This is an optimization exercise on Yosys and OpenROAD, whose aim is small area and a short achievable clock period, not a production implementation.
At most, simulation tests tie the RTL to the original design; equivalence was not proved.
The RTL of runs 2 and 3 was laid out without a check of its function.
Power figures rest on the tool's default switching activity, not on a simulated workload.

==> flow/design.v <==
package enc_bridge_pkg;
    typedef logic [31:0] wb_word_t;
    typedef logic [1:0]  in_sym_t;
    typedef logic [5:0]  out_sym_t;
    typedef logic [5:0]  param_sel_t;
    typedef logic [9:0]  blocksize_t;
    typedef logic [9:0]  conf_p_t;
    typedef logic [11:0] conf_q_t;
    typedef struct packed {
        logic     cyc;
        logic     stb;
        logic     we;
        wb_word_t dat;
    } wb_req_t;
    typedef struct packed {
        logic     ack;
        wb_word_t dat;
    } wb_rsp_t;
    typedef struct packed {
        logic    eof;
        logic    bof;
        in_sym_t sym;
    } rx_entry_t;
    typedef struct packed {
        logic     eof;
        logic     bof;
        out_sym_t sym;
    } tx_entry_t;
    typedef struct packed {
        logic      valid;
        rx_entry_t entry;
    } enc_in_t;
    typedef struct packed {
        logic      valid;
        tx_entry_t entry;
    } enc_out_t;
    typedef struct packed {
        blocksize_t blocksize;
        conf_p_t    p;
        conf_q_t    q0;
        conf_q_t    q1;
        conf_q_t    q2;
        conf_q_t    q3;
    } block_conf_t;
    typedef enum logic {
        PHASE_IDLE,
        PHASE_ACK
    } bus_phase_t;
endpackage
`timescale 1ns/10ps
module sym_mem
#(
    parameter int DATA_W = 8,
    parameter int ADDR_W = 8
)
(
    input  logic              clk,
    input  logic              i_wr,
    input  logic [ADDR_W-1:0] i_waddr,
    input  logic [DATA_W-1:0] i_wdata,
    input  logic [ADDR_W-1:0] i_raddr,
    output logic [DATA_W-1:0] o_rdata
);
    logic [DATA_W-1:0] mem [0:(1 << ADDR_W)-1];
    assign o_rdata = mem[i_raddr];
    always_ff @(posedge clk)
    begin
        if (i_wr)
            mem[i_waddr] <= i_wdata;
    end
endmodule
`timescale 1ns/10ps
module block_conf_rom
(
    input  logic                        clk,
    input  logic                        rst,
    input  enc_bridge_pkg::param_sel_t  i_sel,
    output enc_bridge_pkg::block_conf_t o_conf
);
    enc_bridge_pkg::block_conf_t conf_d;
    function automatic enc_bridge_pkg::block_conf_t mk_conf(input int bs, input int p,
                                                            input int q0, input int q1,
                                                            input int q2, input int q3);
        mk_conf = {bs[9:0], p[9:0], q0[11:0], q1[11:0], q2[11:0], q3[11:0]};
    endfunction
    always_comb
    begin
        conf_d = '0;
        if (i_sel < 34)
        begin
            case (i_sel)
                6'd0:  conf_d = mk_conf(14, 9, 3, 11, 51, 19);
                6'd1:  conf_d = mk_conf(38, 17, 3, 23, 63, 11);
                6'd2:  conf_d = mk_conf(51, 23, 3, 23, 107, 107);
                6'd3:  conf_d = mk_conf(55, 23, 3, 43, 131, 115);
                6'd4:  conf_d = mk_conf(59, 23, 3, 11, 23, 219);
                6'd5:  conf_d = mk_conf(62, 23, 3, 35, 63, 63);
                6'd6:  conf_d = mk_conf(69, 25, 3, 7, 111, 103);
                6'd7:  conf_d = mk_conf(84, 23, 3, 7, 83, 71);
                6'd8:  conf_d = mk_conf(85, 23, 3, 55, 255, 215);
                6'd9:  conf_d = mk_conf(93, 25, 3, 31, 111, 107);
                6'd10: conf_d = mk_conf(96, 25, 3, 11, 103, 107);
                6'd11: conf_d = mk_conf(100, 23, 3, 35, 131, 127);
                6'd12: conf_d = mk_conf(108, 29, 3, 19, 123, 123);
                6'd13: conf_d = mk_conf(115, 29, 3, 23, 239, 239);
                6'd14: conf_d = mk_conf(123, 31, 3, 15, 7, 3);
                6'd15: conf_d = mk_conf(128, 31, 3, 7, 135, 131);
                6'd16: conf_d = mk_conf(130, 31, 3, 7, 11, 3);
                6'd17: conf_d = mk_conf(144, 31, 3, 3, 3, 3);
                6'd18: conf_d = mk_conf(170, 33, 3, 63, 523, 515);
                6'd19: conf_d = mk_conf(175, 37, 3, 11, 3, 11);
                6'd20: conf_d = mk_conf(188, 37, 3, 15, 167, 159);
                6'd21: conf_d = mk_conf(192, 37, 3, 7, 183, 123);
                6'd22: conf_d = mk_conf(194, 39, 3, 3, 319, 319);
                6'd23: conf_d = mk_conf(256, 45, 3, 7, 199, 183);
                6'd24: conf_d = mk_conf(264, 43, 3, 3, 27, 11);
                6'd25: conf_d = mk_conf(298, 49, 3, 15, 23, 3);
                6'd26: conf_d = mk_conf(307, 49, 3, 27, 3, 7);
                6'd27: conf_d = mk_conf(333, 49, 3, 23, 3, 23);
                6'd28: conf_d = mk_conf(355, 53, 3, 19, 239, 223);
                6'd29: conf_d = mk_conf(400, 53, 3, 43, 243, 219);
                6'd30: conf_d = mk_conf(438, 59, 3, 7, 247, 243);
                6'd31: conf_d = mk_conf(444, 59, 3, 35, 731, 715);
                6'd32: conf_d = mk_conf(539, 65, 3, 15, 31, 3);
                6'd33: conf_d = mk_conf(59, 23, 3, 11, 23, 219);
                default: conf_d = '0;
            endcase
        end
    end
    always_ff @(posedge clk)
    begin
        if (rst)
            o_conf <= '0;
        else
            o_conf <= conf_d;
    end
endmodule
`timescale 1ns/10ps
module enc_bridge_ctrl
(
    input  logic                    clk,
    input  logic                    rst,
    input  enc_bridge_pkg::wb_req_t i_req,
    output logic                    o_ack,
    output logic                    o_rden,
    output logic                    o_access,
    output logic                    o_rx_push
);
    logic ack;
    logic rden;
    assign o_access  = i_req.cyc && i_req.stb && !ack;
    assign o_rx_push = o_access && i_req.we && i_req.dat[15];
    always_ff @(posedge clk)
    begin
        if (rst)
        begin
            ack  <= 1'b0;
            rden <= 1'b0;
        end
        else
        begin
            ack <= o_access;
            if (o_access)
                rden <= i_req.dat[13];
        end
    end
    assign o_ack  = ack;
    assign o_rden = rden;
endmodule
`timescale 1ns/10ps
module enc_bridge_top
(
    input  logic                        clk,
    input  logic                        rst,
    input  logic [34:0]                 i_req,
    output logic [32:0]                 o_rsp,
    input  logic [5:0]                  i_param_sel,
    output logic [4:0]                  o_enc_in,
    input  logic [8:0]                  i_enc_out,
    output logic [67:0]                 o_conf
);
    localparam int AW = 8;
    enc_bridge_pkg::wb_req_t     req;
    enc_bridge_pkg::enc_out_t    enc_out;
    enc_bridge_pkg::block_conf_t conf;
    assign req     = i_req;
    assign enc_out = i_enc_out;
    assign o_conf  = conf;
    logic access;
    logic rx_push;
    logic ack;
    logic rden;
    enc_bridge_ctrl u_ctrl (
        .clk       (clk),
        .rst       (rst),
        .i_req     (req),
        .o_ack     (ack),
        .o_rden    (rden),
        .o_access  (access),
        .o_rx_push (rx_push)
    );
    block_conf_rom u_conf_rom (
        .clk    (clk),
        .rst    (rst),
        .i_sel  (i_param_sel),
        .o_conf (conf)
    );
    enc_bridge_pkg::rx_entry_t rx_wdata;
    enc_bridge_pkg::rx_entry_t rx_rdata;
    enc_bridge_pkg::rx_entry_t rx_head;       
    enc_bridge_pkg::rx_entry_t rx_head_d;
    logic [AW-1:0]             rx_wp;
    logic [AW-1:0]             rx_rp1;        
    logic [AW:0]               rx_cnt;
    logic                      rx_empty, rx_one, rx_full;
    logic                      rx_wr, rx_pop, rx_pop_d, rx_last;
    logic                      drain_active, drain_d;
    logic [4:0]                enc_in_q;
    assign rx_wdata.eof = req.dat[7];
    assign rx_wdata.bof = req.dat[6];
    assign rx_wdata.sym = req.dat[1:0];
    assign rx_empty = (rx_cnt == '0);
    assign rx_one   = (rx_cnt == (AW+1)'(1));
    assign rx_full  = rx_cnt[AW];
    assign rx_pop  = drain_active && !rx_empty;
    assign rx_wr   = rx_push && (!rx_full || rx_pop);
    assign rx_last = rx_empty || (rx_one && rx_pop);
    assign drain_d  = (rx_push && req.dat[7]) || (drain_active && !rx_empty);
    assign rx_pop_d = drain_d && (!rx_last || rx_wr);
    always_comb
    begin
        if (rx_last)
            rx_head_d = rx_wdata;
        else if (rx_pop)
            rx_head_d = rx_rdata;
        else
            rx_head_d = rx_head;
    end
    sym_mem #(.DATA_W(4), .ADDR_W(AW)) u_rx_mem (
        .clk     (clk),
        .i_wr    (rx_wr),
        .i_waddr (rx_wp),
        .i_wdata (rx_wdata),
        .i_raddr (rx_rp1),
        .o_rdata (rx_rdata)
    );
    always_ff @(posedge clk)
    begin
        rx_head <= rx_head_d;
    end
    always_ff @(posedge clk)
    begin
        if (rst)
        begin
            rx_wp        <= '0;
            rx_rp1       <= AW'(1);
            rx_cnt       <= '0;
            drain_active <= 1'b0;
            enc_in_q     <= '0;
        end
        else
        begin
            if (rx_wr)
                rx_wp <= rx_wp + 1'b1;
            if (rx_pop)
                rx_rp1 <= rx_rp1 + 1'b1;
            if (rx_wr && !rx_pop)
                rx_cnt <= rx_cnt + 1'b1;
            else if (!rx_wr && rx_pop)
                rx_cnt <= rx_cnt - 1'b1;
            drain_active <= drain_d;
            enc_in_q     <= rx_pop_d ? {1'b1, rx_head_d} : 5'b0;
        end
    end
    assign o_enc_in = enc_in_q;
    enc_bridge_pkg::tx_entry_t tx_rdata;
    enc_bridge_pkg::tx_entry_t tx_head_q;
    logic [AW-1:0]             tx_wp;
    logic [AW-1:0]             tx_rp;
    logic [AW:0]               tx_cnt;
    logic                      tx_empty, tx_full;
    logic                      tx_wr, tx_pop;
    logic                      frame_ready;
    assign tx_empty = (tx_cnt == '0);
    assign tx_full  = tx_cnt[AW];
    assign tx_pop   = ack && rden && !tx_empty;
    assign tx_wr    = enc_out.valid && (!tx_full || tx_pop);
    sym_mem #(.DATA_W(8), .ADDR_W(AW)) u_tx_mem (
        .clk     (clk),
        .i_wr    (tx_wr),
        .i_waddr (tx_wp),
        .i_wdata (enc_out.entry),
        .i_raddr (tx_rp),
        .o_rdata (tx_rdata)
    );
    always_ff @(posedge clk)
    begin
        tx_head_q <= tx_empty ? enc_out.entry : tx_rdata;
    end
    always_ff @(posedge clk)
    begin
        if (rst)
        begin
            tx_wp       <= '0;
            tx_rp       <= '0;
            tx_cnt      <= '0;
            frame_ready <= 1'b0;
        end
        else
        begin
            if (tx_wr)
                tx_wp <= tx_wp + 1'b1;
            if (tx_pop)
                tx_rp <= tx_rp + 1'b1;
            if (tx_wr && !tx_pop)
                tx_cnt <= tx_cnt + 1'b1;
            else if (!tx_wr && tx_pop)
                tx_cnt <= tx_cnt - 1'b1;
            if (enc_out.valid && enc_out.entry.eof)
                frame_ready <= 1'b1;
            else if (tx_empty)
                frame_ready <= 1'b0;
        end
    end
    assign o_rsp = {ack, 16'b0, frame_ready, 1'b1, 6'b0, tx_head_q};
endmodule
==> flow/run.sh <==
#!/bin/bash
# synth_recipe.tcl (not shown) runs the flow's synth.tcl, then flattens the netlist and writes it again
# the make line also repeats each setting of config.mk as NAME=value (left out here)
make -C /OpenROAD-flow-scripts/flow DESIGN_CONFIG=/design/flow/config.mk WORK_HOME=/design/flow/orfs CLKGATE_MAP_FILE= SYNTH_SCRIPT=/design/flow/synth_recipe.tcl finish
==> flow/config.mk <==
export PLATFORM = sky130hd
export DESIGN_NAME = enc_bridge_top
export DESIGN_NICKNAME = enc_bridge_top
export VERILOG_FILES = /design/flow/design.v
export SDC_FILE = /design/flow/constraint.sdc
export NUM_CORES = 4
export LEC_CHECK = 0
export CAP_MARGIN = 20
export CORE_MARGIN = 2
export CORE_UTILIZATION = 40
export SETUP_SLACK_MARGIN = 0.2
export SLEW_MARGIN = 20
==> flow/constraint.sdc <==
create_clock -name core_clock -period 5.5 [get_ports {clk}]
set_input_delay 1.1000 -clock core_clock [delete_from_list [all_inputs] [get_ports {clk}]]
set_output_delay 1.1000 -clock core_clock [all_outputs]
set_load 0.01 [all_outputs]
==> results.toml, run 1 <==
[setup_path]
worst-setup-path-type = "register to register"
critPathLaunchType = "register"
critPathBufInv = 0
cp_max_fo = 39
critPathCaptureType = "register"
crit_arrival_ns = 4.72
path_cells = "nand2_1, o221ai_1, nand3b_1, nor4bb_1, o21ai_0, a22o_1, a32o_1"
reg2reg_slack_ns = 1.53
critical-path-top-delay-family = "compound AO/OA/AOI/OAI gates"
slowest_stage = "dfxtp_4"
worstPathRequired_ns = 6.24
max_stage_delay_ns = 0.83

[sta]
maxSlewHeadroom = 0.239
hold_viol_final = 0
worst_pin_slew_ns = 1.14
rsz0062_at_grt = "false"
period_needed_ns = 3.97
fin_crit_sh = 0.722
skew_ns = 0.0809
layout_setup_ws_ns = 1.53
drv_slew = 0
max_freq_ghz = 0.252
fin_setup_tns_ns = 0
setup_violations = 0

[drt]
via_count = 63100
vias_per_cell = 5.62
drt-initial-drc-count = 6857
drcViolationCount = 0
wl_per_cell_um = 26.7
ant_nets = 0
drt-total-wl_um = 300000
firstDrtPassIters = 5

[clock_tree]
cts_sinks = 3193
cts_buffer_depth = 4
holdBufCountCts = 0
cts_setup_buffers = 0
htreeDepth = 5
insertion_delay_ns = 0.92
numCtsBuffers = 338
post_cts_resized = 0
clk_pin_slew_ns = 0.06
cts_tree = "yes"
root_buffer = "clkbuf_16"

[placed_design]
place_congestion = 0.858
hpwlAfterDp_um = 183000
dp_slack_ns = 1.21
numPortBuffers = 85

[power]
power_density_nw_per_um2 = 355
ir_drop_mv = 0.268
p_leak_nw = 43.9

[logic_synthesis]
yosys.area.top_type = "edfxtp_1"
syn_area_per_cell_um2 = 19.4
ys_seq_area_frac = 0.751
netlist_area_um2 = 126000
yosysWarnings = 5
synth_cells = 6496
ys_async_sr_fraction = 0
synth_edf_count = 3072
synth-main-ff-cell = "edfxtp_1"
yosysTopAreaCellShare = 0.731
ys_types = 71
synth.area.top_cells = "edfxtp_1 (73%), mux4_2 (12%), nor2_1 (2.0%)"
synth_seq_cells = 3193

[final_layout]
post-route-util = 0.456
drive_gt1_frac = 0.227
area_growth_pct = 13.7
final_cell_mix = "edfxtp_1 (3072), mux4_2 (696), nor2_1 (679)"
fin_nets = 6873
fill_cells = 26200
final_common_cell = "edfxtp_1"

[global_routing]
grt_pass1_vias = 63800
grt_max_degree = 155
grt_util_all_layers = 0.185
antenna_found_initial = 8
grt_pass1_wl_um = 437000
grt_overflow = 0

[min_path]
hold_path_class = "register to register"
holdCritStartpoint = "tx_cnt[4]"

[floorplan]
dieHeight_um = 565
std_cell_rows = 206
die_w_um = 565
die_area_um2 = 320000
start_util = 0.401
core_um2 = 314000
io-pin-count = 158

[job]
maxCapViolCount = 0

[outcome]
status = "finished clean"
[worst paths after layout]
| path | endpoint | cells after the start |
|---|---|---|
| setup / recovery | enc_in_q[2] | 7 |
| setup reg to reg | enc_in_q[2] | 7 |
| hold reg to reg | tx_cnt[4] | 2 |
| hold / removal | tx_cnt[4] | 2 |
[routing by layer]
metal / routed length (um) / vias up / track usage
li1: - / 27000 / -
met1: 127000 / 33400 / 0.260
met2: 146000 / 2317 / 0.302
met3: 19500 / 433 / 0.0265
met4: 7540 / 2 / 0.0484
met5: 49 / - / 0
[sequential cells by signal, summed over array words and instances, names as in the netlist, named ones only]
signal,count
rx_wp,8
u_ctrl.ack,1
rx_cnt,9
u_ctrl.rden,1
u_conf_rom.o_conf,34
u_rx_mem.mem,1024
tx_head_q,8
enc_in_q,5
tx_wp,8
rx_head,4
tx_rp,8
drain_active,1
tx_cnt,9
frame_ready,1
u_tx_mem.mem,2048
rx_rp1,8
[synth_stat cells, drive strengths merged (34+ instances only)]
master	n
a22oi	60
o21ai	128
a211oi	34
nor2	681
mux2i	234
a21oi	142
clkbuf	203
mux4	706
nand2	164
o221ai	51
edfxtp	3072
buf	248
nand3	95
mux2	89
dfxtp	121
[cell type report]
cell class                      count  area (um2)  share of cell area
Clock buffer                      405        8870              0.0619
Inverter                           28         105            0.000733
Multi-Input combinational cell   2868       29100               0.203
Clock inverter                    210        1980              0.0138
Antenna cell                        6        15.0            0.000105
Tap cell                         4160        5200              0.0363
Sequential cell                  3193       94700               0.661
Timing Repair Buffer              360        3370              0.0235
[where the power goes]
group          switching (W)  internal [W]
logic                0.00118      0.000543
clock network        0.00943        0.0128
registers          0.0000986        0.0268
total                 0.0107        0.0402
[cell families (layout without fill, tap and decap cells)]
kind of cell / Yosys count / in the layout / share of synthesized area
simple gates: 1095 / 1095 / 0.0367
flops: 3193 / 3193 / 0.751
fa+ha+maj: 32 / 32 / 0.00323
other cells: 2 / 52 / 0.0000596
mux: 1029 / 1029 / 0.153
buf+inv: 479 / 1003 / 0.0201
xor+xnor: 43 / 43 / 0.00299
compound gates: 623 / 623 / 0.0333
[tightest hold or removal path: cells and delay by family, from the launching register on]
kind	cells	cell delay (ns)
flops	1	0.33
compound gates	1	0.06
simple gates	1	0.07
[metrics by stage]
step | instances | hold WS [ns] | cell area [um2] | total power, W
2_1_floorplan | 6540 | 0.458 | 126000 | 0.0281
3_3_place_gp | 10600 | 0.481 | 132000 | 0.0291
3_5_place_dp | 10600 | 0.491 | 132000 | 0.0291
4_1_cts | 11200 | 0.501 | 143000 | 0.0514
5_1_grt | 11200 | 0.534 | 143000 | 0.0524
6_report | 11200 | 0.506 | 143000 | 0.0509
==> inputs of run 2 (changes only) <==
--- a/flow/design.v
+++ b/flow/design.v
@@ -54,15 +54,31 @@
     parameter int ADDR_W = 8
 )
 (
-    input  logic              clk,
-    input  logic              i_wr,
-    input  logic [ADDR_W-1:0] i_waddr,
-    input  logic [DATA_W-1:0] i_wdata,
-    input  logic [ADDR_W-1:0] i_raddr,
-    output logic [DATA_W-1:0] o_rdata
+    input  logic                        clk,
+    input  logic                        i_wr,
+    input  logic [ADDR_W-1:0]           i_waddr,
+    input  logic [DATA_W-1:0]           i_wdata,
+    input  logic [(1 << (ADDR_W/2))-1:0] i_rsel_lo,
+    input  logic [(1 << (ADDR_W/2))-1:0] i_rsel_hi,
+    output logic [DATA_W-1:0]           o_rdata
 );
+    localparam int LO_W = ADDR_W / 2;
+    localparam int NG   = 1 << (ADDR_W - LO_W);
+    localparam int NL   = 1 << LO_W;
     logic [DATA_W-1:0] mem [0:(1 << ADDR_W)-1];
-    assign o_rdata = mem[i_raddr];
+    logic [DATA_W-1:0] grp [0:NG-1];
+    always_comb
+    begin
+        for (int g = 0; g < NG; g++)
+        begin
+            grp[g] = '0;
+            for (int i = 0; i < NL; i++)
+                grp[g] = grp[g] | (mem[g * NL + i] & {DATA_W{i_rsel_lo[i]}});
+        end
+        o_rdata = '0;
+        for (int g = 0; g < NG; g++)
+            o_rdata = o_rdata | (grp[g] & {DATA_W{i_rsel_hi[g]}});
+    end
     always_ff @(posedge clk)
     begin
         if (i_wr)
@@ -210,7 +226,8 @@
     enc_bridge_pkg::rx_entry_t rx_head;       
     enc_bridge_pkg::rx_entry_t rx_head_d;
     logic [AW-1:0]             rx_wp;
-    logic [AW-1:0]             rx_rp1;        
+    logic [15:0]               rx_r1_lo;      
+    logic [15:0]               rx_r1_hi;      
     logic [AW:0]               rx_cnt;
     logic                      rx_empty, rx_one, rx_full;
     logic                      rx_wr, rx_pop, rx_pop_d, rx_last;
@@ -241,7 +258,8 @@
         .i_wr    (rx_wr),
         .i_waddr (rx_wp),
         .i_wdata (rx_wdata),
-        .i_raddr (rx_rp1),
+        .i_rsel_lo (rx_r1_lo),
+        .i_rsel_hi (rx_r1_hi),
         .o_rdata (rx_rdata)
     );
     always_ff @(posedge clk)
@@ -253,7 +271,8 @@
         if (rst)
         begin
             rx_wp        <= '0;
-            rx_rp1       <= AW'(1);
+            rx_r1_lo     <= 16'h0002;
+            rx_r1_hi     <= 16'h0001;
             rx_cnt       <= '0;
             drain_active <= 1'b0;
             enc_in_q     <= '0;
@@ -263,7 +282,11 @@
             if (rx_wr)
                 rx_wp <= rx_wp + 1'b1;
             if (rx_pop)
-                rx_rp1 <= rx_rp1 + 1'b1;
+            begin
+                rx_r1_lo <= {rx_r1_lo[14:0], rx_r1_lo[15]};
+                if (rx_r1_lo[15])
+                    rx_r1_hi <= {rx_r1_hi[14:0], rx_r1_hi[15]};
+            end
             if (rx_wr && !rx_pop)
                 rx_cnt <= rx_cnt + 1'b1;
             else if (!rx_wr && rx_pop)
@@ -276,7 +299,8 @@
     enc_bridge_pkg::tx_entry_t tx_rdata;
     enc_bridge_pkg::tx_entry_t tx_head_q;
     logic [AW-1:0]             tx_wp;
-    logic [AW-1:0]             tx_rp;
+    logic [15:0]               tx_r_lo;       
+    logic [15:0]               tx_r_hi;       
     logic [AW:0]               tx_cnt;
     logic                      tx_empty, tx_full;
     logic                      tx_wr, tx_pop;
@@ -290,7 +314,8 @@
         .i_wr    (tx_wr),
         .i_waddr (tx_wp),
         .i_wdata (enc_out.entry),
-        .i_raddr (tx_rp),
+        .i_rsel_lo (tx_r_lo),
+        .i_rsel_hi (tx_r_hi),
         .o_rdata (tx_rdata)
     );
     always_ff @(posedge clk)
@@ -302,7 +327,8 @@
         if (rst)
         begin
             tx_wp       <= '0;
-            tx_rp       <= '0;
+            tx_r_lo     <= 16'h0001;
+            tx_r_hi     <= 16'h0001;
             tx_cnt      <= '0;
             frame_ready <= 1'b0;
         end
@@ -311,7 +337,11 @@
             if (tx_wr)
                 tx_wp <= tx_wp + 1'b1;
             if (tx_pop)
-                tx_rp <= tx_rp + 1'b1;
+            begin
+                tx_r_lo <= {tx_r_lo[14:0], tx_r_lo[15]};
+                if (tx_r_lo[15])
+                    tx_r_hi <= {tx_r_hi[14:0], tx_r_hi[15]};
+            end
             if (tx_wr && !tx_pop)
                 tx_cnt <= tx_cnt + 1'b1;
             else if (!tx_wr && tx_pop)
--- a/flow/config.mk
+++ b/flow/config.mk
@@ -8,5 +8,5 @@
 export CAP_MARGIN = 20
 export CORE_MARGIN = 2
 export CORE_UTILIZATION = 40
-export SETUP_SLACK_MARGIN = 0.2
+export SETUP_SLACK_MARGIN = 2.6
 export SLEW_MARGIN = 20
==> results.toml, run 2 <==
[sta]
worst_pin_slew_ns = 1.18
fin_crit_sh = 0.544
fin_setup_tns_ns = 0
hold_viol_final = 0
drv_slew = 0
rsz0062_at_grt = "true"
skew_ns = 0.0989
period_needed_ns = 2.99
maxSlewHeadroom = 0.210
max_freq_ghz = 0.334
setup_violations = 0

[logic_synthesis]
netlist_area_um2 = 119000
ys_types = 61
ys_seq_area_frac = 0.798
synth-main-ff-cell = "edfxtp_1"
synth_seq_cells = 3225
ys_async_sr_fraction = 0
synth.area.top_cells = "edfxtp_1 (77%), a22o_1 (4.3%), a221oi_1 (4.3%)"
synth_cells = 7018
yosys.cell_count.top_type = "edfxtp_1"
yosys-top-cells-count = "edfxtp_1 (3072), nor2_1 (615), a22o_1 (592)"
yosysTopAreaCellShare = 0.773
yosys.area.top_type = "edfxtp_1"
synth_edf_count = 3072
yosysWarnings = 7
syn_area_per_cell_um2 = 17.0

[setup_path]
worstPathRequired_ns = 6.23
cp_max_fo = 65
critPathCaptureType = "register"
worst-setup-path-type = "register to register"
critPathLaunchType = "register"
crit_arrival_ns = 3.72

[placed_design]
hpwlAfterDp_um = 212000
place_congestion = 0.878
numPortBuffers = 85

[clock_tree]
cts_tree = "yes"
cts_buffer_depth = 4
cts_sinks = 3225
insertion_delay_ns = 0.95
htreeDepth = 5
root_buffer = "clkbuf_16"
numCtsBuffers = 331
clk_pin_slew_ns = 0.06

[final_layout]
drive_gt1_frac = 0.141
fill_cells = 24900
area_growth_pct = 15.7
top_register = "u_tx_mem.mem"
largestRegisters = "u_tx_mem.mem x2048, u_rx_mem.mem x1024, u_conf_rom.o_conf x34"
largest_reg_flops = 2048
final_common_cell = "edfxtp_1"
fin_nets = 7289
final_cell_mix = "edfxtp_1 (3072), a22o_1 (592), a221oi_1 (545)"

[power]
p_leak_nw = 42.6
ir_drop_mv = 0.282
power_density_nw_per_um2 = 371
total_power_w = 0.0513

[floorplan]
std_cell_rows = 200
io-pin-count = 158
dieHeight_um = 550
die_area_um2 = 303000
die_w_um = 550
core_um2 = 297000
start_util = 0.402

[global_routing]
grt_max_degree = 132
grt_overflow = 0
antenna_found_initial = 17
grt_pass1_wl_um = 524000
grt_pass1_vias = 68800
grt_util_all_layers = 0.241

[drt]
drt-initial-drc-count = 10900
wl_per_cell_um = 32.9
drt-total-wl_um = 376000
via_count = 72100
vias_per_cell = 6.32
ant_nets = 0
drcViolationCount = 0
firstDrtPassIters = 6

[outcome]
status = "finished clean"

[min_path]
hold_path_class = "register to register"

[job]
maxCapViolCount = 0
[run 2: final timing paths]
check	slack (ns)	startpoint	cells after the start	end
hold / removal	0.52	tx_cnt[8]	2	tx_cnt[8]
setup / recovery	2.51	tx_r_lo[12]	7	tx_head_q[1]
setup reg to reg	2.51	tx_r_lo[12]	7	tx_head_q[1]
hold reg to reg	0.52	tx_cnt[8]	2	tx_cnt[8]
[run 2: cell families (layout without fill, tap and decap cells)]
| kind of cell | count (synthesis) | after routing | synth area share |
|---|---|---|---|
| AO/OA/AOI/OAI | 1893 | 1893 | 0.128 |
| XOR/XNOR | 28 | 28 | 0.00205 |
| adder cells (fa/ha/maj) | 29 | 29 | 0.00310 |
| buffers and inverters | 570 | 983 | 0.0202 |
| flip-flops | 3225 | 3225 | 0.798 |
| multiplexers | 5 | 5 | 0.000419 |
| other | 2 | 47 | 0.0000629 |
| AND/OR/NAND/NOR | 1266 | 1266 | 0.0476 |
[run 2: metrics by stage]
stage	utilization	std cells	hold WS (ns)	setup slack [ns]	cell area (um2)
2_1_floorplan	-	7062	0.463	2.41	120000
3_3_place_gp	0.422	10800	0.481	0.494	125000
3_5_place_dp	0.422	10800	0.506	0.412	125000
4_1_cts	0.463	11400	0.532	2.35	137000
5_1_grt	0.465	11400	0.539	2.44	138000
6_report	0.465	11400	0.517	2.51	138000
[run 2: routing by layer]
layer  global-route usage  up-vias  wire [um]
li1                     -    29300          -
met1                0.342    37400     148000
met2                0.369     4825     170000
met3               0.0503      634      43600
met4               0.0788       10      13300
met5                    0        -         57
[run 2: final cells by class]
| cell class | instances | area, um2 | share of cell area |
|---|---|---|---|
| multi-input cells | 3267 | 23100 | 0.167 |
| clock inverters | 181 | 1900 | 0.0137 |
| well taps | 3939 | 4930 | 0.0357 |
| inverters | 21 | 103 | 0.000743 |
| flip-flops and latches | 3225 | 95400 | 0.691 |
| repair buffers | 362 | 3800 | 0.0275 |
| diodes | 1 | 2.50 | 0.0000181 |
| clock buffers | 419 | 8870 | 0.0642 |
[run 2: power by group]
| group | internal [W] | switching, W |
|---|---|---|
| Sequential | 0.0270 | 0.0000873 |
| Combinational | 0.000514 | 0.00129 |
| Clock | 0.0128 | 0.00965 |
| Total | 0.0403 | 0.0110 |
[run 2: repair_timing]
| action | CTS | global route |
|---|---|---|
| hold endpoints to repair | 0 | 0 |
| hold buffers | 0 | 0 |
| gates resized for setup | 210 | 114 |
| buffers inserted | 41 | 20 |
| endpoints found under the setup margin | 2502 | 541 |
| cloned | 2 | 0 |
| pin swaps | 43 | 30 |
[run 2: worst max-delay path: stages, from the launching register on]
cell and delay [ns]:
dfxtp_4 0.50, buf_12 0.25, a22o_1 0.29, a221oi_1 0.25, nand4_1 0.51, a22oi_2 0.41, and4_2 0.34, a31oi_2 0.21
==> inputs of run 3 (changes only) <==
--- a/flow/design.v
+++ b/flow/design.v
@@ -51,18 +51,18 @@
 module sym_mem
 #(
     parameter int DATA_W = 8,
-    parameter int ADDR_W = 8
+    parameter int ADDR_W = 8,
+    parameter int LO_W   = 4
 )
 (
     input  logic                        clk,
     input  logic                        i_wr,
     input  logic [ADDR_W-1:0]           i_waddr,
     input  logic [DATA_W-1:0]           i_wdata,
-    input  logic [(1 << (ADDR_W/2))-1:0] i_rsel_lo,
-    input  logic [(1 << (ADDR_W/2))-1:0] i_rsel_hi,
+    input  logic [(1 << LO_W)-1:0]          i_rsel_lo,
+    input  logic [(1 << (ADDR_W-LO_W))-1:0] i_rsel_hi,
     output logic [DATA_W-1:0]           o_rdata
 );
-    localparam int LO_W = ADDR_W / 2;
     localparam int NG   = 1 << (ADDR_W - LO_W);
     localparam int NL   = 1 << LO_W;
     logic [DATA_W-1:0] mem [0:(1 << ADDR_W)-1];
@@ -233,6 +233,9 @@
     logic                      rx_wr, rx_pop, rx_pop_d, rx_last;
     logic                      drain_active, drain_d;
     logic [4:0]                enc_in_q;
+    logic [2:0]                rx_rdata_lo;   
+    logic                      rx_rdata_eof;
+    logic [AW:0]               rx_old;        
     assign rx_wdata.eof = req.dat[7];
     assign rx_wdata.bof = req.dat[6];
     assign rx_wdata.sym = req.dat[1:0];
@@ -253,15 +256,25 @@
         else
             rx_head_d = rx_head;
     end
-    sym_mem #(.DATA_W(4), .ADDR_W(AW)) u_rx_mem (
-        .clk     (clk),
-        .i_wr    (rx_wr),
-        .i_waddr (rx_wp),
-        .i_wdata (rx_wdata),
+    sym_mem #(.DATA_W(3), .ADDR_W(AW)) u_rx_mem (
+        .clk       (clk),
+        .i_wr      (rx_wr),
+        .i_waddr   (rx_wp),
+        .i_wdata   (rx_wdata[2:0]),
         .i_rsel_lo (rx_r1_lo),
         .i_rsel_hi (rx_r1_hi),
-        .o_rdata (rx_rdata)
+        .o_rdata   (rx_rdata_lo)
+    );
+    sym_mem #(.DATA_W(1), .ADDR_W(AW-1)) u_rx_eof (
+        .clk       (clk),
+        .i_wr      (rx_wr),
+        .i_waddr   (rx_wp[AW-2:0]),
+        .i_wdata   (rx_wdata.eof),
+        .i_rsel_lo (rx_r1_lo),
+        .i_rsel_hi (rx_r1_hi[7:0] | rx_r1_hi[15:8]),
+        .o_rdata   (rx_rdata_eof)
     );
+    assign rx_rdata = {rx_rdata_eof && (rx_old[AW:1] == '0), rx_rdata_lo};
     always_ff @(posedge clk)
     begin
         rx_head <= rx_head_d;
@@ -274,6 +287,7 @@
             rx_r1_lo     <= 16'h0002;
             rx_r1_hi     <= 16'h0001;
             rx_cnt       <= '0;
+            rx_old       <= '0;
             drain_active <= 1'b0;
             enc_in_q     <= '0;
         end
@@ -291,6 +305,10 @@
                 rx_cnt <= rx_cnt + 1'b1;
             else if (!rx_wr && rx_pop)
                 rx_cnt <= rx_cnt - 1'b1;
+            if (!drain_active)
+                rx_old <= rx_cnt;
+            else if (rx_pop && (rx_old != '0))
+                rx_old <= rx_old - 1'b1;
             drain_active <= drain_d;
             enc_in_q     <= rx_pop_d ? {1'b1, rx_head_d} : 5'b0;
         end
--- a/flow/config.mk
+++ b/flow/config.mk
@@ -8,5 +8,7 @@
 export CAP_MARGIN = 20
 export CORE_MARGIN = 2
 export CORE_UTILIZATION = 40
-export SETUP_SLACK_MARGIN = 2.6
+export CTS_CLUSTER_DIAMETER = 100
+export CTS_CLUSTER_SIZE = 30
+export SETUP_SLACK_MARGIN = 2.9
 export SLEW_MARGIN = 20
==> results.toml, run 3 <==
[drt]
ant_nets = 0
vias_per_cell = 6.37
drt-initial-drc-count = 11700
via_count = 71900
drcViolationCount = 0
wl_per_cell_um = 33.7
drt-total-wl_um = 381000
firstDrtPassIters = 6

[setup_path]
crit_arrival_ns = 3.73
worstPathRequired_ns = 6.26
critPathLaunchType = "register"
critPathCaptureType = "register"
worst-setup-path-type = "register to register"
r2r_cells = 14
cp_max_fo = 4

[final_layout]
drive_gt1_frac = 0.223
area_growth_pct = 17.0
final_cell_mix = "edfxtp_1 (2944), a22oi_1 (646), a22o_1 (414)"
largest_reg_flops = 2048
top_register = "u_tx_mem.mem"
post-route-util = 0.471
fin_nets = 7518
largestRegisters = "u_tx_mem.mem x2048, u_rx_mem.mem x768, u_rx_eof.mem x128"
final_common_cell = "edfxtp_1"

[sta]
hold_viol_final = 0
maxSlewHeadroom = 0.189
worst_pin_slew_ns = 1.22
holdWs_ns = 0.490
fin_setup_tns_ns = 0
fin_crit_sh = 0.539
max_freq_ghz = 0.337
skew_ns = 0.124
rsz0062_at_grt = "true"
period_needed_ns = 2.97
setup_violations = 0
drv_slew = 0

[logic_synthesis]
yosys.cell_count.top_type = "edfxtp_1"
synth.area.top_cells = "edfxtp_1 (76%), a22oi_1 (4.3%), a221oi_1 (3.2%)"
synth_cells = 7106
synth_edf_count = 2944
yosysWarnings = 9
ys_types = 70
synth_seq_cells = 3106
yosys.area.top_type = "edfxtp_1"
ys_seq_area_frac = 0.791
ys_async_sr_fraction = 0
netlist_area_um2 = 116000
syn_area_per_cell_um2 = 16.3
yosys-top-cells-count = "edfxtp_1 (2944), nor2_1 (742), a22oi_1 (668)"
yosysTopAreaCellShare = 0.763
synth-main-ff-cell = "edfxtp_1"

[placed_design]
place_congestion = 0.900
hpwlAfterDp_um = 210000
numPortBuffers = 85

[global_routing]
grt_overflow = 0
grt_util_all_layers = 0.247
antenna_found_initial = 17
grt_pass1_wl_um = 520000
grt_max_degree = 145
grt_pass1_vias = 66800

[floorplan]
die_area_um2 = 294000
std_cell_rows = 197
io-pin-count = 158
start_util = 0.402
core_um2 = 288000
die_w_um = 542
dieHeight_um = 542

[power]
ir_drop_mv = 0.309
power_density_nw_per_um2 = 293
total_power_w = 0.0397
p_leak_nw = 40.7

[min_path]
worstHoldPathCells = 2
hold_path_class = "register to register"

[outcome]
status = "finished clean"

[clock_tree]
clk_pin_slew_ns = 0.12
cts_buffer_depth = 4
cts_sinks = 3106
htreeDepth = 3
cts_tree = "yes"
numCtsBuffers = 122
root_buffer = "clkbuf_16"
insertion_delay_ns = 0.94
holdBufCountCts = 0

[job]
maxCapViolCount = 0
run 3: logic make-up after synthesis:
kind of cell	Yosys count	synth area share
flip-flops	3106	0.791
AO/OA/AOI/OAI	1868	0.125
AND/OR/NAND/NOR	1489	0.0567
buffers and inverters	571	0.0209
XOR/XNOR	32	0.00242
adder cells (fa/ha/maj)	30	0.00330
multiplexers	8	0.000691
other	2	0.0000648
run 3: area by class of cell:
class                           count  area (um2)
Antenna cell                        3        7.51
Clock buffer                      183        3300
Clock inverter                     16         241
Fill cell                       24000      153000
Inverter                           25         129
Multi-Input combinational cell   3473       26700
Sequential cell                  3106       91800
Tap cell                         3781        4730
Timing Repair Buffer              707        8670
Timing Repair inverter              1        8.76
run 3: worst max-delay path, stage by stage (launching register included):
cell and delay (ns):
dfxtp_4 0.38, nor4_4 0.35, a31oi_4 0.17, clkinv_4 0.09, buf_12 0.10, ha_4 0.16
inv_8 0.04, fa_2 0.33, a21o_1 0.22, a211oi_2 0.26, o21ai_1 0.13, and3_1 0.16
o21bai_1 0.16, xor2_1 0.16, nor2_1 0.05
run 3: worst paths after layout:
check	from	to	slack, ns
worst max-delay path	tx_cnt[4]	tx_cnt[8]	2.53
worst min-delay path	rx_old[5]	rx_old[5]	0.49
worst max register to register	tx_cnt[4]	tx_cnt[8]	2.53
worst min register to register	rx_old[5]	rx_old[5]	0.49
run 3: routing by layer:
metal  GRT usage  routed length [um]  vias up
met5           0                  55        -
li1            -                   -    29300
met2       0.381              172000     4807
met1       0.355              150000    37200
met4      0.0654               12200       10
met3      0.0505               46600      574
run 3: timing repair:
action	CTS	global route
setup buffers	222	126
setup endpoints to repair	3014	1014
gates cloned	10	13
pin swaps	139	153
resized for setup	793	267
run 3: stage by stage:
stage | setup slack, ns | cells | cell area [um2]
3_5_place_dp | 1.02 | 10700 | 124000
3_3_place_gp | 1.03 | 10700 | 124000
5_1_grt | 2.43 | 11300 | 136000
4_1_cts | 2.59 | 11200 | 133000
6_report | 2.53 | 11300 | 136000
2_1_floorplan | 2.47 | 7150 | 118000
run 3: where the power goes:
part	switching, W	internal [W]	leakage, nW
clock	0.00720	0.00428	1.69
sequential	0.0000880	0.0259	27.8
combinational	0.00149	0.000725	11.2
==> inputs of run 4 (changes only) <==
--- a/flow/design.v
+++ b/flow/design.v
@@ -55,16 +55,17 @@
     parameter int LO_W   = 4
 )
 (
-    input  logic                        clk,
-    input  logic                        i_wr,
-    input  logic [ADDR_W-1:0]           i_waddr,
-    input  logic [DATA_W-1:0]           i_wdata,
+    input  logic                            clk,
+    input  logic                            i_wr,
+    input  logic [ADDR_W-1:0]               i_waddr,
+    input  logic [DATA_W-1:0]               i_wdata,
     input  logic [(1 << LO_W)-1:0]          i_rsel_lo,
     input  logic [(1 << (ADDR_W-LO_W))-1:0] i_rsel_hi,
-    output logic [DATA_W-1:0]           o_rdata
+    output logic [4*DATA_W-1:0]             o_qdata
 );
-    localparam int NG   = 1 << (ADDR_W - LO_W);
-    localparam int NL   = 1 << LO_W;
+    localparam int NG = 1 << (ADDR_W - LO_W);
+    localparam int NL = 1 << LO_W;
+    localparam int GQ = NG / 4;
     logic [DATA_W-1:0] mem [0:(1 << ADDR_W)-1];
     logic [DATA_W-1:0] grp [0:NG-1];
     always_comb
@@ -75,9 +76,11 @@
             for (int i = 0; i < NL; i++)
                 grp[g] = grp[g] | (mem[g * NL + i] & {DATA_W{i_rsel_lo[i]}});
         end
-        o_rdata = '0;
-        for (int g = 0; g < NG; g++)
-            o_rdata = o_rdata | (grp[g] & {DATA_W{i_rsel_hi[g]}});
+        o_qdata = '0;
+        for (int q = 0; q < 4; q++)
+            for (int g = q * GQ; g < (q + 1) * GQ; g++)
+                o_qdata[q*DATA_W +: DATA_W] = o_qdata[q*DATA_W +: DATA_W] |
+                                              (grp[g] & {DATA_W{i_rsel_hi[g]}});
     end
     always_ff @(posedge clk)
     begin
@@ -226,22 +229,34 @@
     enc_bridge_pkg::rx_entry_t rx_head;       
     enc_bridge_pkg::rx_entry_t rx_head_d;
     logic [AW-1:0]             rx_wp;
-    logic [15:0]               rx_r1_lo;      
-    logic [15:0]               rx_r1_hi;      
     logic [AW:0]               rx_cnt;
     logic                      rx_empty, rx_one, rx_full;
+    logic [AW:0]               rx_cnt_up, rx_cnt_dn;
     logic                      rx_wr, rx_pop, rx_pop_d, rx_last;
     logic                      drain_active, drain_d;
     logic [4:0]                enc_in_q;
     logic [2:0]                rx_rdata_lo;   
     logic                      rx_rdata_eof;
     logic [AW:0]               rx_old;        
+    logic [15:0]               rx_r1_lo_n;
+    logic [15:0]               rx_r1_hi_n;
+    logic [11:0]               rx_q_d, rx_q;   
+    logic [3:0]                rx_eq_d, rx_eq;
+    logic [3:0]                rx_qsel, rx_eqsel;
+    logic [7:0]                rx_r1_hi7_n;
+    logic                      rx_byp;        
+    enc_bridge_pkg::rx_entry_t rx_bypd;
     assign rx_wdata.eof = req.dat[7];
     assign rx_wdata.bof = req.dat[6];
     assign rx_wdata.sym = req.dat[1:0];
-    assign rx_empty = (rx_cnt == '0);
-    assign rx_one   = (rx_cnt == (AW+1)'(1));
-    assign rx_full  = rx_cnt[AW];
+    logic rx_inc, rx_dec;
+    logic rx_two, rx_n255;
+    assign rx_two  = (rx_cnt == (AW+1)'(2));
+    assign rx_n255 = (rx_cnt == (AW+1)'(255));
+    assign rx_inc  = rx_wr && !rx_pop;
+    assign rx_dec  = rx_pop && !rx_wr;
+    assign rx_cnt_up = rx_cnt + 1'b1;
+    assign rx_cnt_dn = rx_cnt - 1'b1;
     assign rx_pop  = drain_active && !rx_empty;
     assign rx_wr   = rx_push && (!rx_full || rx_pop);
     assign rx_last = rx_empty || (rx_one && rx_pop);
@@ -256,25 +271,43 @@
         else
             rx_head_d = rx_head;
     end
+    assign rx_r1_hi7_n = rx_r1_hi_n[7:0] | rx_r1_hi_n[15:8];
     sym_mem #(.DATA_W(3), .ADDR_W(AW)) u_rx_mem (
         .clk       (clk),
         .i_wr      (rx_wr),
         .i_waddr   (rx_wp),
         .i_wdata   (rx_wdata[2:0]),
-        .i_rsel_lo (rx_r1_lo),
-        .i_rsel_hi (rx_r1_hi),
-        .o_rdata   (rx_rdata_lo)
+        .i_rsel_lo (rx_r1_lo_n),
+        .i_rsel_hi (rx_r1_hi_n),
+        .o_qdata   (rx_q_d)
     );
     sym_mem #(.DATA_W(1), .ADDR_W(AW-1)) u_rx_eof (
         .clk       (clk),
         .i_wr      (rx_wr),
         .i_waddr   (rx_wp[AW-2:0]),
         .i_wdata   (rx_wdata.eof),
-        .i_rsel_lo (rx_r1_lo),
-        .i_rsel_hi (rx_r1_hi[7:0] | rx_r1_hi[15:8]),
-        .o_rdata   (rx_rdata_eof)
+        .i_rsel_lo (rx_r1_lo_n),
+        .i_rsel_hi (rx_r1_hi7_n),
+        .o_qdata   (rx_eq_d)
     );
-    assign rx_rdata = {rx_rdata_eof && (rx_old[AW:1] == '0), rx_rdata_lo};
+    always_ff @(posedge clk)
+    begin
+        rx_q    <= rx_q_d;
+        rx_eq   <= rx_eq_d;
+        rx_bypd <= rx_wdata;
+    end
+    always_comb
+    begin
+        rx_rdata_lo  = '0;
+        rx_rdata_eof = 1'b0;
+        for (int q = 0; q < 4; q++)
+        begin
+            rx_rdata_lo  = rx_rdata_lo | (rx_q[3*q +: 3] & {3{rx_qsel[q]}});
+            rx_rdata_eof = rx_rdata_eof | (rx_eq[q] & rx_eqsel[q]);
+        end
+    end
+    assign rx_rdata = rx_byp ? rx_bypd :
+                      {rx_rdata_eof && (rx_old[AW:1] == '0), rx_rdata_lo};
     always_ff @(posedge clk)
     begin
         rx_head <= rx_head_d;
@@ -284,9 +317,15 @@
         if (rst)
         begin
             rx_wp        <= '0;
-            rx_r1_lo     <= 16'h0002;
-            rx_r1_hi     <= 16'h0001;
+            rx_r1_lo_n   <= 16'h0002;
+            rx_r1_hi_n   <= 16'h0001;
+            rx_qsel      <= 4'b0001;
+            rx_eqsel     <= 4'b0001;
+            rx_byp       <= 1'b0;
             rx_cnt       <= '0;
+            rx_empty     <= 1'b1;
+            rx_one       <= 1'b0;
+            rx_full      <= 1'b0;
             rx_old       <= '0;
             drain_active <= 1'b0;
             enc_in_q     <= '0;
@@ -295,16 +334,25 @@
         begin
             if (rx_wr)
                 rx_wp <= rx_wp + 1'b1;
-            if (rx_pop)
+            if (rx_pop_d)
             begin
-                rx_r1_lo <= {rx_r1_lo[14:0], rx_r1_lo[15]};
-                if (rx_r1_lo[15])
-                    rx_r1_hi <= {rx_r1_hi[14:0], rx_r1_hi[15]};
+                rx_r1_lo_n <= {rx_r1_lo_n[14:0], rx_r1_lo_n[15]};
+                if (rx_r1_lo_n[15])
+                    rx_r1_hi_n <= {rx_r1_hi_n[14:0], rx_r1_hi_n[15]};
             end
-            if (rx_wr && !rx_pop)
-                rx_cnt <= rx_cnt + 1'b1;
-            else if (!rx_wr && rx_pop)
-                rx_cnt <= rx_cnt - 1'b1;
+            for (int q = 0; q < 4; q++)
+            begin
+                rx_qsel[q]  <= |rx_r1_hi_n[4*q +: 4];
+                rx_eqsel[q] <= |rx_r1_hi7_n[2*q +: 2];
+            end
+            rx_byp   <= rx_wr && ((rx_one && !rx_pop) || (rx_two && rx_pop));
+            if (rx_inc)
+                rx_cnt <= rx_cnt_up;
+            else if (rx_dec)
+                rx_cnt <= rx_cnt_dn;
+            rx_empty <= (rx_empty && !rx_inc) || (rx_one && rx_dec);
+            rx_one   <= (rx_one && !rx_inc && !rx_dec) || (rx_empty && rx_inc) || (rx_two && rx_dec);
+            rx_full  <= (rx_full && !rx_dec) || (rx_n255 && rx_inc);
             if (!drain_active)
                 rx_old <= rx_cnt;
             else if (rx_pop && (rx_old != '0))
@@ -317,14 +365,26 @@
     enc_bridge_pkg::tx_entry_t tx_rdata;
     enc_bridge_pkg::tx_entry_t tx_head_q;
     logic [AW-1:0]             tx_wp;
-    logic [15:0]               tx_r_lo;       
-    logic [15:0]               tx_r_hi;       
     logic [AW:0]               tx_cnt;
     logic                      tx_empty, tx_full;
     logic                      tx_wr, tx_pop;
     logic                      frame_ready;
-    assign tx_empty = (tx_cnt == '0);
-    assign tx_full  = tx_cnt[AW];
+    logic [15:0]               tx_r_lo_n;     
+    logic [15:0]               tx_r_hi_n;     
+    logic                      tx_pop_d;
+    logic [31:0]               tx_q_d, tx_q;
+    logic [3:0]                tx_qsel;
+    logic                      tx_byp;
+    enc_bridge_pkg::tx_entry_t tx_bypd;
+    logic        tx_inc, tx_dec;
+    logic        tx_one, tx_n255;
+    logic [AW:0] tx_cnt_up, tx_cnt_dn;
+    assign tx_one    = (tx_cnt == (AW+1)'(1));
+    assign tx_n255   = (tx_cnt == (AW+1)'(255));
+    assign tx_cnt_up = tx_cnt + 1'b1;
+    assign tx_cnt_dn = tx_cnt - 1'b1;
+    assign tx_inc    = tx_wr && !tx_pop;
+    assign tx_dec    = tx_pop && !tx_wr;
     assign tx_pop   = ack && rden && !tx_empty;
     assign tx_wr    = enc_out.valid && (!tx_full || tx_pop);
     sym_mem #(.DATA_W(8), .ADDR_W(AW)) u_tx_mem (
@@ -332,10 +392,26 @@
         .i_wr    (tx_wr),
         .i_waddr (tx_wp),
         .i_wdata (enc_out.entry),
-        .i_rsel_lo (tx_r_lo),
-        .i_rsel_hi (tx_r_hi),
-        .o_rdata (tx_rdata)
+        .i_rsel_lo (tx_r_lo_n),
+        .i_rsel_hi (tx_r_hi_n),
+        .o_qdata (tx_q_d)
     );
+    assign tx_pop_d = access && req.dat[13] &&
+                      !((tx_empty && !tx_inc) || (tx_one && tx_dec));
+    always_ff @(posedge clk)
+    begin
+        tx_q    <= tx_q_d;
+        tx_bypd <= enc_out.entry;
+    end
+    always_comb
+    begin
+        tx_rdata = '0;
+        if (tx_byp)
+            tx_rdata = tx_bypd;
+        else
+            for (int q = 0; q < 4; q++)
+                tx_rdata = tx_rdata | (tx_q[8*q +: 8] & {8{tx_qsel[q]}});
+    end
     always_ff @(posedge clk)
     begin
         tx_head_q <= tx_empty ? enc_out.entry : tx_rdata;
@@ -345,25 +421,34 @@
         if (rst)
         begin
             tx_wp       <= '0;
-            tx_r_lo     <= 16'h0001;
-            tx_r_hi     <= 16'h0001;
+            tx_r_lo_n   <= 16'h0001;
+            tx_r_hi_n   <= 16'h0001;
+            tx_qsel     <= 4'b0001;
+            tx_byp      <= 1'b0;
             tx_cnt      <= '0;
+            tx_empty    <= 1'b1;
+            tx_full     <= 1'b0;
             frame_ready <= 1'b0;
         end
         else
         begin
             if (tx_wr)
                 tx_wp <= tx_wp + 1'b1;
-            if (tx_pop)
+            if (tx_pop_d)
             begin
-                tx_r_lo <= {tx_r_lo[14:0], tx_r_lo[15]};
-                if (tx_r_lo[15])
-                    tx_r_hi <= {tx_r_hi[14:0], tx_r_hi[15]};
+                tx_r_lo_n <= {tx_r_lo_n[14:0], tx_r_lo_n[15]};
+                if (tx_r_lo_n[15])
+                    tx_r_hi_n <= {tx_r_hi_n[14:0], tx_r_hi_n[15]};
             end
-            if (tx_wr && !tx_pop)
-                tx_cnt <= tx_cnt + 1'b1;
-            else if (!tx_wr && tx_pop)
-                tx_cnt <= tx_cnt - 1'b1;
+            for (int q = 0; q < 4; q++)
+                tx_qsel[q] <= |tx_r_hi_n[4*q +: 4];
+            tx_byp  <= tx_wr && (tx_empty || (tx_one && tx_pop));
+            if (tx_inc)
+                tx_cnt <= tx_cnt_up;
+            else if (tx_dec)
+                tx_cnt <= tx_cnt_dn;
+            tx_empty <= (tx_empty && !tx_inc) || (tx_one && tx_dec);
+            tx_full  <= (tx_full && !tx_dec) || (tx_n255 && tx_inc);
             if (enc_out.valid && enc_out.entry.eof)
                 frame_ready <= 1'b1;
             else if (tx_empty)
--- a/flow/config.mk
+++ b/flow/config.mk
@@ -7,8 +7,9 @@
 export LEC_CHECK = 0
 export CAP_MARGIN = 20
 export CORE_MARGIN = 2
-export CORE_UTILIZATION = 40
-export CTS_CLUSTER_DIAMETER = 100
-export CTS_CLUSTER_SIZE = 30
+export CORE_UTILIZATION = 60
+export CTS_CLUSTER_DIAMETER = 80
+export CTS_CLUSTER_SIZE = 24
 export SETUP_SLACK_MARGIN = 2.9
 export SLEW_MARGIN = 20
+export TNS_END_PERCENT = 20
==> results.toml, run 4 <==
[drt]
drt-initial-drc-count = 8933
ant_nets = 0
via_count = 69400
firstDrtPassIters = 7
drcViolationCount = 0
drt-total-wl_um = 337000
vias_per_cell = 6.95
wl_per_cell_um = 33.8

[clock_tree]
insertion_delay_ns = 0.87
numCtsBuffers = 154
cts_buffer_depth = 3
clk_pin_slew_ns = 0.09
htreeDepth = 4
cts_tree = "yes"
holdBufCountCts = 0
root_buffer = "clkbuf_16"
cts_sinks = 3185

[logic_synthesis]
ys_seq_area_frac = 0.787
synth_edf_count = 2944
synth_seq_cells = 3185
yosys.area.top_type = "edfxtp_1"
synth-main-ff-cell = "edfxtp_1"
ys_async_sr_fraction = 0
synth.area.top_cells = "edfxtp_1 (75%), dfxtp_1 (4.1%), a22o_1 (3.7%)"
synth_cells = 7209
syn_area_per_cell_um2 = 16.4
yosys-top-cells-count = "edfxtp_1 (2944), nor2_1 (771), a22oi_1 (551)"
ys_types = 74
yosysWarnings = 9
netlist_area_um2 = 118000
yosysTopAreaCellShare = 0.747
yosys.cell_count.top_type = "edfxtp_1"

[sta]
max_freq_ghz = 0.340
rsz0062_at_grt = "true"
period_needed_ns = 2.94
hold_viol_final = 0
drv_slew = 0
fin_setup_tns_ns = 0
setup_violations = 0
fin_crit_sh = 0.534
worst_pin_slew_ns = 1.19
skew_ns = 0.0326
holdWs_ns = 0.487
maxSlewHeadroom = 0.209

[final_layout]
largestRegisters = "u_tx_mem.mem x2048, u_rx_mem.mem x768, u_rx_eof.mem x128"
largest_reg_flops = 2048
area_growth_pct = 9.40
final_common_cell = "edfxtp_1"
fin_nets = 7329
top_register = "u_tx_mem.mem"
final_cell_mix = "edfxtp_1 (2944), nor2_1 (548), a22oi_1 (545)"
drive_gt1_frac = 0.122

[setup_path]
crit_arrival_ns = 3.67
reg2reg_slack_ns = 2.57
crit_path_start = "i_req[34]"
max_stage_delay_ns = 0.39
r2r-end = "rx_cnt[8]"
worstPathRequired_ns = 6.23
slowest_stage = "fa_2"
path_cells = "dlygate4sd2_1, nand3b_1, buf_8, a211oi_4, ha_4, inv_8, fa_2, a21oi_4, o2111ai_2, o211ai_1, mux2i_1, mux2_2"
cp_max_fo = 5
rr_startpoint = "u_ctrl.ack"
worst-setup-path-type = "primary input to register"
crit_end = "rx_cnt[8]"
r2r_cells = 11
critPathLaunchType = "primary input"
critPathCaptureType = "register"

[floorplan]
die_w_um = 448
start_util = 0.602
dieHeight_um = 448
die_area_um2 = 201000
core_um2 = 197000
std_cell_rows = 163
io-pin-count = 158

[global_routing]
grt_overflow = 0
grt_util_all_layers = 0.331
grt_pass1_vias = 66600
antenna_found_initial = 5
grt_max_degree = 146
grt_pass1_wl_um = 477000

[outcome]
status = "finished clean"

[power]
ir_drop_mv = 0.345
pwr-share-clk = 0.322
p_int_w = 0.0324
p_switching_w = 0.00829
power_density_nw_per_um2 = 314
p_leak_nw = 40.3
sequentialPowerShare = 0.651
comb_power_share = 0.027
switching_share = 0.204

[placed_design]
hpwlAfterDp_um = 198000
numPortBuffers = 85
place_congestion = 0.904

[job]
maxCapViolCount = 0

[min_path]
hold_path_class = "register to register"
-- run 4: cell count changes after synthesis, moves of 55 or more --
cell / previous run / this run
dfxtp_1: 162 / 241
nand2_1: 276 / 132
nand3_1: 184 / 242
a221oi_1: 418 / 495
a21oi_1: 129 / 74
a22oi_1: 668 / 551
a22o_1: 416 / 499
-- run 4: power by group through the flow --
stage / clock, W / sequential (W) / combinational (W)
5_1_grt: 0.0140 / 0.0265 / 0.00117
3_3_place_gp: 0 / 0.0271 / 0.00103
6_report: 0.0131 / 0.0265 / 0.00110
3_5_place_dp: 0 / 0.0271 / 0.00105
4_1_cts: 0.0132 / 0.0265 / 0.00108
2_1_floorplan: 0 / 0.0270 / 0.000418
-- run 4: worst min-delay path by stage --
| stage | start | end | cells after the start |
|---|---|---|---|
| floorplan | tx_r_hi_n[0] | tx_r_hi_n[0] | 1 |
| global placement | tx_full | tx_full | 2 |
| detailed placement | tx_full | tx_full | 2 |
| CTS | tx_full | tx_full | 2 |
| global route | tx_wp[1] | tx_wp[1] | 2 |
| finish | tx_full | tx_full | 2 |
-- run 4: through the flow --
step	area, um2	worst slack (ns)	std cells	utilization	power [W]
floorplan	119000	1.99	7253	-	0.0275
global placement	123000	0.738	9678	0.625	0.0281
detailed placement	123000	0.681	9678	0.625	0.0281
CTS	129000	2.55	9959	0.654	0.0408
global route	130000	2.40	9985	0.658	0.0417
finish	130000	2.56	9986	0.658	0.0407
-- run 4: critical path: cells and delay by family --
kind	cells	cell delay, ns
buffers and inverters	3	0.47
and+or+nand+nor	1	0.16
muxes	2	0.56
adders and majority gates	2	0.64
AOI/OAI and AO/OA	4	0.72
-- run 4: layout make-up --
class / instances / area (um2)
sequential: 3185 / 93300
fill: 13800 / 67300
multi-input combinational: 3484 / 24300
clock buffer: 235 / 4390
timing repair buffer: 387 / 3880
tap: 2640 / 3300
clock inverter: 20 / 224
inverter: 31 / 126
antenna: 3 / 7.51
timing repair inverter: 1 / 6.26
-- run 4: cell families (layout without fill, tap and decap cells) --
group	Yosys count	in the layout	synth area share
flops	3185	3185	0.787
compound gates	1858	1858	0.125
simple gates	1458	1458	0.0563
buf+inv	584	674	0.0209
mux	58	58	0.00492
fa+ha+maj	33	33	0.00355
xor+xnor	31	31	0.00229
other cells	2	49	0.0000634
-- run 4: timing repair --
item	4_1_cts	5_1_grt
buffers inserted	25	21
resized for setup	270	149
gates cloned	1	3
setup endpoints to repair	3113	2140
pin swaps	21	14
-- run 4: layer usage --
layer / global-route usage / up-vias / part of all wire
met1: 0.458 / 36000 / 0.39
met4: 0.114 / 2 / 0.039
met5: 0 / - / 0.000033
met2: 0.546 / 3805 / 0.49
met3: 0.0437 / 528 / 0.087
li1: - / 29100 / -
==> inputs of run 5 (changes only) <==
--- a/flow/design.v
+++ b/flow/design.v
@@ -229,9 +229,10 @@
     enc_bridge_pkg::rx_entry_t rx_head;       
     enc_bridge_pkg::rx_entry_t rx_head_d;
     logic [AW-1:0]             rx_wp;
-    logic [AW:0]               rx_cnt;
+    logic [AW:0]               rx_cnt;        
+    logic [AW:0]               rx_cnt_q;      
+    logic                      rx_inc_q, rx_dec_q;
     logic                      rx_empty, rx_one, rx_full;
-    logic [AW:0]               rx_cnt_up, rx_cnt_dn;
     logic                      rx_wr, rx_pop, rx_pop_d, rx_last;
     logic                      drain_active, drain_d;
     logic [4:0]                enc_in_q;
@@ -255,8 +256,8 @@
     assign rx_n255 = (rx_cnt == (AW+1)'(255));
     assign rx_inc  = rx_wr && !rx_pop;
     assign rx_dec  = rx_pop && !rx_wr;
-    assign rx_cnt_up = rx_cnt + 1'b1;
-    assign rx_cnt_dn = rx_cnt - 1'b1;
+    assign rx_cnt = rx_inc_q ? rx_cnt_q + 1'b1 :
+                    rx_dec_q ? rx_cnt_q - 1'b1 : rx_cnt_q;
     assign rx_pop  = drain_active && !rx_empty;
     assign rx_wr   = rx_push && (!rx_full || rx_pop);
     assign rx_last = rx_empty || (rx_one && rx_pop);
@@ -322,7 +323,9 @@
             rx_qsel      <= 4'b0001;
             rx_eqsel     <= 4'b0001;
             rx_byp       <= 1'b0;
-            rx_cnt       <= '0;
+            rx_cnt_q     <= '0;
+            rx_inc_q     <= 1'b0;
+            rx_dec_q     <= 1'b0;
             rx_empty     <= 1'b1;
             rx_one       <= 1'b0;
             rx_full      <= 1'b0;
@@ -346,10 +349,9 @@
                 rx_eqsel[q] <= |rx_r1_hi7_n[2*q +: 2];
             end
             rx_byp   <= rx_wr && ((rx_one && !rx_pop) || (rx_two && rx_pop));
-            if (rx_inc)
-                rx_cnt <= rx_cnt_up;
-            else if (rx_dec)
-                rx_cnt <= rx_cnt_dn;
+            rx_cnt_q <= rx_cnt;
+            rx_inc_q <= rx_inc;
+            rx_dec_q <= rx_dec;
             rx_empty <= (rx_empty && !rx_inc) || (rx_one && rx_dec);
             rx_one   <= (rx_one && !rx_inc && !rx_dec) || (rx_empty && rx_inc) || (rx_two && rx_dec);
             rx_full  <= (rx_full && !rx_dec) || (rx_n255 && rx_inc);
@@ -365,7 +367,9 @@
     enc_bridge_pkg::tx_entry_t tx_rdata;
     enc_bridge_pkg::tx_entry_t tx_head_q;
     logic [AW-1:0]             tx_wp;
-    logic [AW:0]               tx_cnt;
+    logic [AW:0]               tx_cnt;        
+    logic [AW:0]               tx_cnt_q;      
+    logic                      tx_inc_q, tx_dec_q;
     logic                      tx_empty, tx_full;
     logic                      tx_wr, tx_pop;
     logic                      frame_ready;
@@ -378,11 +382,10 @@
     enc_bridge_pkg::tx_entry_t tx_bypd;
     logic        tx_inc, tx_dec;
     logic        tx_one, tx_n255;
-    logic [AW:0] tx_cnt_up, tx_cnt_dn;
     assign tx_one    = (tx_cnt == (AW+1)'(1));
     assign tx_n255   = (tx_cnt == (AW+1)'(255));
-    assign tx_cnt_up = tx_cnt + 1'b1;
-    assign tx_cnt_dn = tx_cnt - 1'b1;
+    assign tx_cnt = tx_inc_q ? tx_cnt_q + 1'b1 :
+                    tx_dec_q ? tx_cnt_q - 1'b1 : tx_cnt_q;
     assign tx_inc    = tx_wr && !tx_pop;
     assign tx_dec    = tx_pop && !tx_wr;
     assign tx_pop   = ack && rden && !tx_empty;
@@ -425,7 +428,9 @@
             tx_r_hi_n   <= 16'h0001;
             tx_qsel     <= 4'b0001;
             tx_byp      <= 1'b0;
-            tx_cnt      <= '0;
+            tx_cnt_q    <= '0;
+            tx_inc_q    <= 1'b0;
+            tx_dec_q    <= 1'b0;
             tx_empty    <= 1'b1;
             tx_full     <= 1'b0;
             frame_ready <= 1'b0;
@@ -443,10 +448,9 @@
             for (int q = 0; q < 4; q++)
                 tx_qsel[q] <= |tx_r_hi_n[4*q +: 4];
             tx_byp  <= tx_wr && (tx_empty || (tx_one && tx_pop));
-            if (tx_inc)
-                tx_cnt <= tx_cnt_up;
-            else if (tx_dec)
-                tx_cnt <= tx_cnt_dn;
+            tx_cnt_q <= tx_cnt;
+            tx_inc_q <= tx_inc;
+            tx_dec_q <= tx_dec;
             tx_empty <= (tx_empty && !tx_inc) || (tx_one && tx_dec);
             tx_full  <= (tx_full && !tx_dec) || (tx_n255 && tx_inc);
             if (enc_out.valid && enc_out.entry.eof)
==> results.toml, run 5 <==
[outcome]
status = "finished clean"

[clock_tree]
cts_tree = "yes"
numCtsBuffers = 154
cts_sinks = 3189
insertion_delay_ns = 0.86
htreeDepth = 4
clk_pin_slew_ns = 0.09
root_buffer = "clkbuf_16"
holdBufCountCts = 0
cts_buffer_depth = 3

[floorplan]
io-pin-count = 158
std_cell_rows = 162
die_w_um = 448
core_um2 = 195000
dieHeight_um = 448
start_util = 0.605
die_area_um2 = 201000

[sta]
fin_setup_tns_ns = 0
max_freq_ghz = 0.343
rsz0062_at_grt = "true"
period_needed_ns = 2.91
hold_viol_final = 0
skew_ns = 0.0322
layout_setup_ws_ns = 2.59
worst_pin_slew_ns = 0.998
fin_crit_sh = 0.530
drv_slew = 0
setup_violations = 0
maxSlewHeadroom = 0.335

[power]
sequentialPowerShare = 0.656
p_int_w = 0.0322
p_leak_nw = 39.2
switching_share = 0.201
power_density_nw_per_um2 = 313
comb_power_share = 0.024
pwr-share-clk = 0.320
ir_drop_mv = 0.362
p_switching_w = 0.00812

[logic_synthesis]
yosys.cell_count.top_type = "edfxtp_1"
synth_edf_count = 2944
synth.area.top_cells = "edfxtp_1 (75%), dfxtp_1 (4.1%), a22o_1 (3.8%)"
synth-main-ff-cell = "edfxtp_1"
yosys.area.top_type = "edfxtp_1"
yosysTopAreaCellShare = 0.748
yosys-top-cells-count = "edfxtp_1 (2944), nor2_1 (745), a22oi_1 (533)"
ys_seq_area_frac = 0.789
ys_types = 72
syn_area_per_cell_um2 = 16.4
yosysWarnings = 9
ys_async_sr_fraction = 0
synth_cells = 7219
netlist_area_um2 = 118000
synth_seq_cells = 3189

[setup_path]
crit_top_cell = "nor2_1"
crit_end = "u_tx_mem.mem[65][7]"
max_stage_delay_ns = 0.96
slowest_stage = "nor2_1"
cp_max_fo = 16
r2r-end = "u_tx_mem.mem[65][7]"
worstPathRequired_ns = 5.99
path_cells = "nor2_1, nand2_1, nor2_1"
crit_path_start = "tx_wp[4]"
r2r_cells = 3
worst-setup-path-type = "register to register"
crit_arrival_ns = 3.40
rr_startpoint = "tx_wp[4]"
critPathCaptureType = "register"
reg2reg_slack_ns = 2.59
critPathLaunchType = "register"

[global_routing]
grt_overflow = 0
grt_pass1_vias = 65200
grt_pass1_wl_um = 463000
antenna_found_initial = 2
grt_max_degree = 145
grt_util_all_layers = 0.320

[drt]
drcViolationCount = 0
ant_nets = 0
firstDrtPassIters = 6
drt-total-wl_um = 327000
via_count = 68100
vias_per_cell = 6.91
wl_per_cell_um = 33.1
drt-initial-drc-count = 9223

[final_layout]
top_register = "u_tx_mem.mem"
largest_reg_flops = 2048
largestRegisters = "u_tx_mem.mem x2048, u_rx_mem.mem x768, u_rx_eof.mem x128"
final_cell_mix = "edfxtp_1 (2944), a22oi_1 (523), nor2_1 (511)"
final_common_cell = "edfxtp_1"
fill_cells = 13600
fin_nets = 7224
drive_gt1_frac = 0.106
area_growth_pct = 8.91
stdcell_count = 9855

[min_path]
hold_path_class = "register to register"
holdCritStartpoint = "u_ctrl.rden"

[job]
maxCapViolCount = 0

[placed_design]
hpwlAfterDp_um = 190000
dp_slack_ns = 0.746
place_congestion = 0.882
place_inst = 9584
numPortBuffers = 85
-- run 5: repair_timing --
action / 4_1_cts / 5_1_grt
hold endpoints to repair: 0 / 0
resized for setup: 228 / 119
buffers inserted: 23 / 12
pin swaps: 20 / 7
endpoints found under the setup margin: 3101 / 1970
-- run 5: critical path, delay by kind of cell, from the launching register on --
family	cells	cell delay, ns
AND/OR/NAND/NOR	3	2.16
flip-flops	1	0.37
-- run 5: final cells by class --
type | instances | area (um2) | area share
sequential | 3189 | 93400 | 0.725
multi-input combinational | 3495 | 24400 | 0.190
clock buffer | 212 | 4290 | 0.0333
tap | 2624 | 3280 | 0.0255
timing repair buffer | 288 | 3090 | 0.0240
clock inverter | 23 | 219 | 0.00170
inverter | 23 | 86.3 | 0.000670
antenna | 1 | 2.50 | 0.0000194
-- run 5: power groups by stage --
stage / Clock (W) / Sequential, W / Combinational [W]
final: 0.0129 / 0.0265 / 0.000957
after floorplan: 0 / 0.0271 / 0.000336
after detailed placement: 0 / 0.0271 / 0.000931
after global placement: 0 / 0.0271 / 0.000918
after global routing: 0.0138 / 0.0265 / 0.00102
after CTS: 0.0130 / 0.0265 / 0.000949
-- run 5: how the worst min path moves through the flow --
stage | end | cells past startpoint
2_1_floorplan | tx_r_hi_n[0] | 1
3_3_place_gp | u_ctrl.rden | 2
3_5_place_dp | u_ctrl.rden | 2
4_1_cts | u_ctrl.rden | 2
5_1_grt | frame_ready | 2
6_report | u_ctrl.rden | 2
-- run 5: cell families after synthesis --
logic type / synth area share
mux: 0.00299
flops: 0.789
buf+inv: 0.0208
fa+ha+maj: 0.00222
xor+xnor: 0.00230
other cells: 0.0000635
simple gates: 0.0573
compound gates: 0.125
-- run 5: per-layer routing --
metal  wire, um  vias up  track usage
li1           -    28900            -
met1     131000    35300        0.460
met2     158000     3353        0.517
met3      26900      467       0.0409
met4      11000        0       0.0996
met5          0        -            0
-- run 5: metrics by stage --
step	instance area (um2)	util	hold slack [ns]	power, W
floorplan	119000	-	0.433	0.0274
global placement	123000	0.627	0.456	0.0280
detailed placement	123000	0.627	0.461	0.0280
CTS	128000	0.656	0.474	0.0405
global route	129000	0.659	0.498	0.0413
finish	129000	0.659	0.472	0.0404

Re-timed with assumed drivers on the ports (clkbuf_16 on the clock, buf_2 on other inputs), run 5 has 2.586 ns of setup slack against 2.586 ns with ideal ports, and 1.862 ns once port delays also move by the mid clock arrival of 0.929 ns.
